This is an optimization exercise on Yosys and OpenROAD, whose aim is small area, a short achievable clock period and few clock cycles per item, not a production implementation.
Where RTL was checked, it was by simulation tests only, not by an equivalence proof against the original.
No activity file was given, so power comes from the tool's default toggle rates.

Setup of run A:
Design header_length_frame_receiver_core, start of the top module:
module header_length_frame_receiver_core
#(
   parameter int BUF_DEPTH = BUF_DEPTH_DEF
) (
   input  logic                clock,
   input  logic                reset,
   input  logic                req_valid,
   output logic                req_ready,
   input  logic [OPCODE_W-1:0] req_opcode,
   input  logic [BYTE_W-1:0]   req_rx_byte,
   input  logic [INDEX_W-1:0]  req_read_index,
   output logic                rsp_valid,
   input  logic                rsp_ready,
   output logic                rsp_frame_done,
   output logic [COUNT_W-1:0]  rsp_byte_count,
   output logic [BYTE_W-1:0]   rsp_read_data,
   output logic [EVENT_W-1:0]  rsp_event_code
);
   localparam int GRP = 16;
   localparam int NG  = 256 / GRP;
   localparam int GW  = $clog2(GRP);
   localparam int RW  = 1 + COUNT_W + BYTE_W + EVENT_W;
   logic               accept;
   logic               wr_en;
   logic [7:0]         wr_pos;
   hlfr_pkg::hlfr_status_type status;
   logic [NG-1:0][BYTE_W-1:0] grp_data;
  ...
Settings: LEC_CHECK=0, CAP_MARGIN=20, CORE_MARGIN=2, CORE_UTILIZATION=55, CTS_CLUSTER_DIAMETER=60, CTS_CLUSTER_SIZE=24, PLACE_DENSITY=0.72, SETUP_SLACK_MARGIN=2.8, SLEW_MARGIN=20, SYNTH_HIERARCHICAL=1; clock period 5.0 ns.
run.sh (not shown) runs the stock make flow with config.mk's settings and CLKGATE_MAP_FILE= SYNTH_SCRIPT=/design/flow/synth_recipe.tcl, a recipe that flattens the netlist after the stock synthesis.
Having completed the whole flow, run A delivered a layout that passed the timing, design-rule and antenna checks.
## Diff of input files: run B against run A
Settings: CORE_UTILIZATION: 55 -> 40; PLACE_DENSITY: 0.72 -> unset.
[summary]
Looking at initial antenna violation count, run B sits 1 below run A.
Re number of hold violations in the final report: no difference whatsoever between run A and run B.
Run B vs. run A: number of cell instances on the worst register-to-register path went up by 3.
[inputs] run C vs run B
Settings: an added PLACE_DENSITY of 0.72; a change of CTS_CLUSTER_DIAMETER from 60 to 50; a change of CTS_CLUSTER_SIZE from 24 to 16; an added CTS_BUF_LIST of sky130_fd_sc_hd__clkbuf_8.
Compare run C and run B | sum of net half-perimeters after detailed placement lower: run C
Part of the total power dissipated in combinational logic of run C is on par with run B.
Run C — final instance area 1.4% lower, run B as reference
Core util | run C vs run B | run C lower
Comparing run C and run B, share of cells above drive strength 1 is lower on run C.
Number of top-level design ports: run B vs run C identical
Against run B as the reference, run C delivers a higher period utilization.
Going from run B to run C, first-pass GRT wire length shrank slightly.
Compared with run B, run C shows total power that has gone down by a few percent.
Status | run C and run B | clean
After detailed routing, run B needs more wire than run C.
Run comparison: run C last element of the critical path rsp_byte_count[0]; run B last element of the critical path rsp_byte_count[7]
Re count of placed standard cells in the final layout, fillers left out: run C and run B aren't equal, and the higher value belongs to run C.
For run D, these inputs were changed with respect to run C:
Settings: CTS_CLUSTER_SIZE now 24, was 16; CTS_CLUSTER_DIAMETER now 60, was 50; CTS_BUF_LIST no longer set, was sky130_fd_sc_hd__clkbuf_8; SETUP_SLACK_MARGIN now 2.62, was 2.8.
--- outcome ---
Both conditions hold for run D: the flow ran to the end and the final layout passed the timing, design-rule and antenna checks. On global routing met2 resource utilization: between run C and run D, it ends up lower for run D. The area share of xor/xnor cells in the synthesized design of run D and that of run C are within noise of each other. Run C -> run D: share of cell area taken by multi-input logic gates flat.
Function was not checked in any run of this note: the RTL went through the layout flow alone.


== exp/umber ==
The RTL this note starts from:
==> flow/design.v <==
package hlfr_pkg;
   localparam int BUF_DEPTH_DEF = 256;
   localparam int OPCODE_W = 2;
   localparam int BYTE_W   = 8;
   localparam int INDEX_W  = 8;
   localparam int COUNT_W  = 9;
   localparam int EVENT_W  = 3;
   localparam logic [OPCODE_W-1:0] OP_BYTE    = 2'd0;
   localparam logic [OPCODE_W-1:0] OP_RELEASE = 2'd1;
   localparam logic [OPCODE_W-1:0] OP_READ    = 2'd2;
   localparam logic [EVENT_W-1:0] EV_STORED    = 3'd0;
   localparam logic [EVENT_W-1:0] EV_DROP_DONE = 3'd1;
   localparam logic [EVENT_W-1:0] EV_BAD_FIRST = 3'd2;
   localparam logic [EVENT_W-1:0] EV_BAD_SECND = 3'd3;
   localparam logic [EVENT_W-1:0] EV_OVERFLOW  = 3'd4;
   localparam logic [EVENT_W-1:0] EV_TOO_LONG  = 3'd5;
   localparam logic [EVENT_W-1:0] EV_COMPLETE  = 3'd6;
   localparam logic [EVENT_W-1:0] EV_OTHER_OP  = 3'd7;
   localparam logic [BYTE_W-1:0]  SYNC_FIRST   = 8'h5A;
   localparam logic [BYTE_W-1:0]  SYNC_SECOND  = 8'hA5;
   localparam logic [COUNT_W-1:0] HEADER_BYTES = 9'd3;
   typedef struct packed {
      logic                 frame_done;
      logic [COUNT_W-1:0]   byte_count;
      logic [EVENT_W-1:0]   event_code;
   } hlfr_status_type;
endpackage
import hlfr_pkg::*;
module hlfr_ctrl (
   input  logic                  clock,
   input  logic                  reset,
   input  logic                  accept,
   input  logic [OPCODE_W-1:0]   opcode,
   input  logic [BYTE_W-1:0]     rx_byte,
   output logic                  wr_en,
   output logic [7:0]            wr_pos,
   output hlfr_pkg::hlfr_status_type status
);
   logic [COUNT_W-1:0] count_ff, count_in;
   logic               done_ff, done_in;
   logic               hdr0_ff, hdr0_in;
   logic               hdr1_ff, hdr1_in;
   logic               hdr2_ff, hdr2_in;
   logic               last_ff, last_in;
   logic [7:0]         rem_ff, rem_in;
   logic [EVENT_W-1:0] event_code;
   logic               is_byte;
   assign is_byte = opcode == OP_BYTE;
   always_comb begin
      count_in   = count_ff;
      done_in    = done_ff;
      hdr0_in    = hdr0_ff;
      hdr1_in    = hdr1_ff;
      hdr2_in    = hdr2_ff;
      last_in    = last_ff;
      rem_in     = rem_ff;
      event_code = EV_OTHER_OP;
      case (opcode)
         OP_BYTE: begin
            if (done_ff) begin
               event_code = EV_DROP_DONE;
            end else if (hdr0_ff) begin
               if (rx_byte == SYNC_FIRST) begin
                  count_in   = 9'd1;
                  hdr0_in    = 1'b0;
                  hdr1_in    = 1'b1;
                  event_code = EV_STORED;
               end else begin
                  event_code = EV_BAD_FIRST;
               end
            end else if (hdr1_ff) begin
               hdr1_in = 1'b0;
               if (rx_byte == SYNC_SECOND) begin
                  count_in   = 9'd2;
                  hdr2_in    = 1'b1;
                  event_code = EV_STORED;
               end else begin
                  count_in   = 9'd0;
                  hdr0_in    = 1'b1;
                  event_code = EV_BAD_SECND;
               end
            end else if (hdr2_ff) begin
               hdr2_in = 1'b0;
               if (rx_byte > 8'd253) begin
                  count_in   = 9'd0;
                  hdr0_in    = 1'b1;
                  event_code = EV_TOO_LONG;
               end else if (rx_byte == 8'd0) begin
                  count_in   = 9'd3;
                  done_in    = 1'b1;
                  event_code = EV_COMPLETE;
               end else begin
                  count_in   = 9'd3;
                  rem_in     = rx_byte - 8'd1;
                  last_in    = rx_byte == 8'd1;
                  event_code = EV_STORED;
               end
            end else begin
               count_in = count_ff + 9'd1;
               if (last_ff) begin
                  done_in    = 1'b1;
                  event_code = EV_COMPLETE;
               end else begin
                  rem_in     = rem_ff - 8'd1;
                  last_in    = rem_ff == 8'd1;
                  event_code = EV_STORED;
               end
            end
         end
         OP_RELEASE: begin
            count_in = '0;
            done_in  = 1'b0;
            hdr0_in  = 1'b1;
            hdr1_in  = 1'b0;
            hdr2_in  = 1'b0;
         end
         default: begin
         end
      endcase
   end
   always_ff @(posedge clock) begin
      if (reset) begin
         count_ff <= '0;
         done_ff  <= 1'b0;
         hdr0_ff  <= 1'b1;
         hdr1_ff  <= 1'b0;
         hdr2_ff  <= 1'b0;
      end else if (accept) begin
         count_ff <= count_in;
         done_ff  <= done_in;
         hdr0_ff  <= hdr0_in;
         hdr1_ff  <= hdr1_in;
         hdr2_ff  <= hdr2_in;
      end
   end
   always_ff @(posedge clock) begin
      if (accept) begin
         rem_ff  <= rem_in;
         last_ff <= last_in;
      end
   end
   assign wr_en             = accept && is_byte && !done_ff;
   assign wr_pos            = count_ff[7:0];
   assign status.frame_done = done_in;
   assign status.byte_count = count_in;
   assign status.event_code = event_code;
endmodule
import hlfr_pkg::*;
module hlfr_store #(
   parameter int GRP = 16,
   localparam int NG = 256 / GRP,
   localparam int GW = $clog2(GRP)
) (
   input  logic              clock,
   input  logic              wr_en,
   input  logic [7:0]        wr_addr,
   input  logic [BYTE_W-1:0] wr_data,
   input  logic [GRP-1:0]    rd_lo_oh,
   output logic [NG-1:0][BYTE_W-1:0] grp_data
);
   logic [BYTE_W-1:0] mem [256];
   assign mem[0] = SYNC_FIRST;
   assign mem[1] = SYNC_SECOND;
   for (genvar i = 2; i < 256; i++) begin : g_row
      always_ff @(posedge clock) begin
         if (wr_en && wr_addr == 8'(i)) begin
            mem[i] <= wr_data;
         end
      end
   end
   for (genvar g = 0; g < NG; g++) begin : g_grp
      always_comb begin
         grp_data[g] = '0;
         for (int j = 0; j < GRP; j++) begin
            grp_data[g] = grp_data[g] | (mem[g * GRP + j] & {BYTE_W{rd_lo_oh[j]}});
         end
      end
   end
endmodule
import hlfr_pkg::*;
module header_length_frame_receiver_core
#(
   parameter int BUF_DEPTH = BUF_DEPTH_DEF
) (
   input  logic                clock,
   input  logic                reset,
   input  logic                req_valid,
   output logic                req_ready,
   input  logic [OPCODE_W-1:0] req_opcode,
   input  logic [BYTE_W-1:0]   req_rx_byte,
   input  logic [INDEX_W-1:0]  req_read_index,
   output logic                rsp_valid,
   input  logic                rsp_ready,
   output logic                rsp_frame_done,
   output logic [COUNT_W-1:0]  rsp_byte_count,
   output logic [BYTE_W-1:0]   rsp_read_data,
   output logic [EVENT_W-1:0]  rsp_event_code
);
   localparam int GRP = 16;
   localparam int NG  = 256 / GRP;
   localparam int GW  = $clog2(GRP);
   localparam int RW  = 1 + COUNT_W + BYTE_W + EVENT_W;
   logic               accept;
   logic               wr_en;
   logic [7:0]         wr_pos;
   hlfr_pkg::hlfr_status_type status;
   logic [NG-1:0][BYTE_W-1:0] grp_data;
   logic               s1_valid_ff;
   hlfr_pkg::hlfr_status_type s1_stat_ff;
   logic               s1_rd_ff;
   logic [7-GW:0]      s1_hi_ff;
   logic [NG-1:0][BYTE_W-1:0] s1_grp_ff;
   logic [BYTE_W-1:0]  s1_data;
   logic [RW-1:0]      s1_res;
   logic [2:0][RW-1:0] q_ff;
   logic [RW-1:0]      out_ff;
   logic [2:0]         qv_ff;
   logic               ready_ff;
   logic               take;
   logic [2:0]         sh_v;
   logic [2:0][RW-1:0] sh_q;
   logic               n2, n3;
   assign accept    = req_valid && ready_ff;
   assign req_ready = ready_ff;
   hlfr_ctrl u_ctrl (
      .clock  (clock),
      .reset  (reset),
      .accept (accept),
      .opcode (req_opcode),
      .rx_byte(req_rx_byte),
      .wr_en  (wr_en),
      .wr_pos (wr_pos),
      .status (status)
   );
   hlfr_store #(.GRP(GRP)) u_store (
      .clock   (clock),
      .wr_en   (wr_en),
      .wr_addr (wr_pos),
      .wr_data (req_rx_byte),
      .rd_lo_oh(GRP'(1) << req_read_index[GW-1:0]),
      .grp_data(grp_data)
   );
   always_ff @(posedge clock) begin
      s1_stat_ff <= status;
      s1_rd_ff   <= req_opcode == OP_READ;
      s1_hi_ff   <= req_read_index[7:GW];
      s1_grp_ff  <= grp_data;
   end
   assign s1_data = s1_rd_ff ? s1_grp_ff[s1_hi_ff] : '0;
   assign s1_res  = {s1_stat_ff.frame_done, s1_stat_ff.byte_count, s1_data,
                     s1_stat_ff.event_code};
   assign take = qv_ff[0] && rsp_ready;
   always_comb begin
      if (take) begin
         sh_v = {1'b0, qv_ff[2:1]};
         sh_q = {q_ff[2], q_ff[2], q_ff[1]};
      end else begin
         sh_v = qv_ff;
         sh_q = q_ff;
      end
   end
   assign n3 = s1_valid_ff ? (qv_ff[0] && qv_ff[1]) : qv_ff[2];
   assign n2 = s1_valid_ff ? (qv_ff[0] && !qv_ff[1]) : (qv_ff[1] && !qv_ff[2]);
   always_ff @(posedge clock) begin
      if (reset) begin
         s1_valid_ff <= 1'b0;
         qv_ff       <= '0;
         ready_ff    <= 1'b1;
      end else begin
         s1_valid_ff <= accept;
         qv_ff       <= sh_v | (s1_valid_ff ? ~sh_v & {sh_v[1:0], 1'b1} : 3'b000);
         ready_ff    <= take || !(n3 || (n2 && accept));
      end
   end
   for (genvar i = 0; i < 3; i++) begin : g_q
      always_ff @(posedge clock) begin
         if (sh_v[i]) q_ff[i] <= sh_q[i];
         else q_ff[i] <= s1_res;
      end
   end
   always_ff @(posedge clock) begin
      if (reset) out_ff <= '0;
      else out_ff <= sh_v[0] ? sh_q[0] : s1_res;
   end
   assign rsp_valid = qv_ff[0];
   assign {rsp_frame_done, rsp_byte_count, rsp_read_data, rsp_event_code} = out_ff;
endmodule
Settings: LEC_CHECK=0, CAP_MARGIN=10, CORE_MARGIN=2, CORE_UTILIZATION=40, CTS_CLUSTER_DIAMETER=60, CTS_CLUSTER_SIZE=24, PLACE_DENSITY=0.72, SETUP_SLACK_MARGIN=2.8, SLEW_MARGIN=10, SYNTH_HIERARCHICAL=1; clock period 5.0 ns.
Testbench counts of exp/umber, summed over its fixed seeds: cycles 24,016, items 24,000.
Relative to exp/umber, the following input files were edited for exp/nickel:
- a change of SLEW_MARGIN from 10 to 20
- an added GPL_ROUTABILITY_DRIVEN of 0
- a change of CAP_MARGIN from 10 to 20
Notes after the runs:
- Going from exp/umber to exp/nickel, inverter count of the layout excluding clock inverters has remained practically unchanged; post-route cell area comparable.
- Between exp/nickel and exp/umber, the reg2reg setup slack does not differ in any meaningful way.
- ~same total global routing track utilization in exp/nickel and exp/umber
- Die area came out exactly the same in exp/nickel and exp/umber.
- On clock period minus final worst setup slack, exp/umber tracks exp/nickel almost exactly.
- From exp/nickel to exp/umber, final wirelength did not move at all.
Here is what was changed in the inputs of exp/sierra compared with exp/nickel.
- PLACE_DENSITY: 0.72 -> 0.8
- GPL_ROUTABILITY_DRIVEN: 0 -> unset
exp/sierra finished all stages; the layout is clean. exp/nickel completed every stage of the flow, and the final layout passed the timing, design-rule and antenna checks. exp/sierra: worst-case setup margin in the final layout is 190 ps lower than what exp/nickel reported. Sort exp/nickel and exp/sierra by pre-CTS setup slack, ascending, and exp/sierra comes first. Of exp/sierra and exp/nickel, it is exp/sierra that has the higher global routing met2 resource utilization. Compared exp/sierra against exp/nickel; number of inverters outside the clock class in the layout within noise. exp/nickel -> exp/sierra: net switching power figure decreased by a few percent. Taking exp/nickel as the reference point, the remaining max-slew budget at the tightest pin of exp/sierra rises by 4.6 points. Layout-stage area growth over the synthesis result: exp/sierra higher than exp/nickel. Relative to exp/nickel, the wire length of the first global-routing pass of exp/sierra is higher by 3.8%.
The inputs of exp/raven differ from those of exp/sierra as listed below.
- TNS_END_PERCENT newly set to 30
- PLACE_DENSITY changed from 0.8 to 0.72
==> comparison <==
The lower portion of total power attributed to sequential cells of exp/raven and exp/sierra is in exp/raven. Relative to exp/sierra, the total power density per cell area of exp/raven is higher by 1.7%. exp/raven ends up with higher later-pin clock latency in the skew report than exp/sierra does. The start point of the critical path comes out s1_hi_ff[2] in one run and qv_ff[0] in the other, namely in exp/sierra and exp/raven respectively. Worst path required time: exp/raven < exp/sierra. Per the comparison of exp/raven with exp/sierra, worst setup slack picked up an extra 69 ps, finished layout cell area lost about 0.9%.


== build 27 ==
// header_length_frame_receiver_core: RTL as listed in full above, without the edits since
==> flow/config.mk <==
export PLATFORM = sky130hd
export DESIGN_NAME = header_length_frame_receiver_core
export DESIGN_NICKNAME = header_length_frame_receiver_core
export VERILOG_FILES = /design/flow/design.v
export SDC_FILE = /design/flow/constraint.sdc
export NUM_CORES = 4
export LEC_CHECK = 0
export CAP_MARGIN = 20
export CORE_MARGIN = 2
export CORE_UTILIZATION = 40
export CTS_CLUSTER_DIAMETER = 60
export CTS_CLUSTER_SIZE = 24
export PLACE_DENSITY = 0.72
export SETUP_SLACK_MARGIN = 2.8
export SLEW_MARGIN = 20
export SYNTH_HIERARCHICAL = 1
==> flow/constraint.sdc <==
create_clock -name core_clock -period 5.0 [get_ports {clock}]
set_input_delay 1.0000 -clock core_clock [delete_from_list [all_inputs] [get_ports {clock}]]
set_output_delay 1.0000 -clock core_clock [all_outputs]
set_load 0.01 [all_outputs]
Testbench counts of build 27, summed over its fixed seeds: cycles 24,016, items 24,000.
Relative to build 27, the following input files were edited for build 7:
Settings: SETUP_SLACK_MARGIN changed from 2.8 to 2.9.
Results
Build 27 finished end to end and its layout was clean on timing, DRC and antenna.
Build 7: flow completed, timing, DRC and antenna clean
[compare] base=build 27 new=build 7: wire length on met3 moved up, worst hold slack now sits at about the same level, die area shows no meaningful change, sequential cell area comparable.
Summary of build 7 over build 27: final cell count now sits higher; share of cell area taken by flip-flops and latches now sits lower.

==> port drivers added, routing unchanged <==
No port has a modelled driver above. Below, the same layouts with a new extraction and two added sets of constraints. Step 1 assumes that a clkbuf_16 drives the clock port and a buf_2 every other input. Step 2 moves the port delays by t, midway between the first and last clock arrival at a register: inputs arrive t later, outputs are due t later. That takes back most of the time a late clock gives input paths. Slacks: ideal ports / drivers / drivers and shift; pairs: ideal ports / drivers.
run | t, ns | setup WS [ns] | slew at the worst register clock pin (ns)
run A | 0.883 | 2.618 / 2.532 / 1.834 | 0.10 / 0.10
run B | 0.916 | 2.644 / 2.553 / 1.821 | 0.10 / 0.10
run C | 1.050 | 2.505 / 2.419 / 1.699 | 0.12 / 0.12
run D | 0.867 | 2.592 / 2.588 / 1.763 | 0.10 / 0.10
exp/umber | 0.875 | 2.745 / 2.668 / 1.910 | 0.10 / 0.10
exp/nickel | 0.875 | 2.745 / 2.668 / 1.910 | 0.10 / 0.10
exp/sierra | 0.849 | 2.550 / 2.550 / 1.737 | 0.11 / 0.11
exp/raven | 0.880 | 2.619 / 2.531 / 1.819 | 0.10 / 0.10
build 27 | 0.875 | 2.745 / 2.668 / 1.910 | 0.10 / 0.10
build 7 | 0.886 | 2.693 / 2.611 / 1.799 | 0.10 / 0.10
After both steps every run listed still meets setup and hold. For build 7, which loses most, drivers alone change the setup slack by -0.082 ns; drivers and shift together by -0.894 ns.
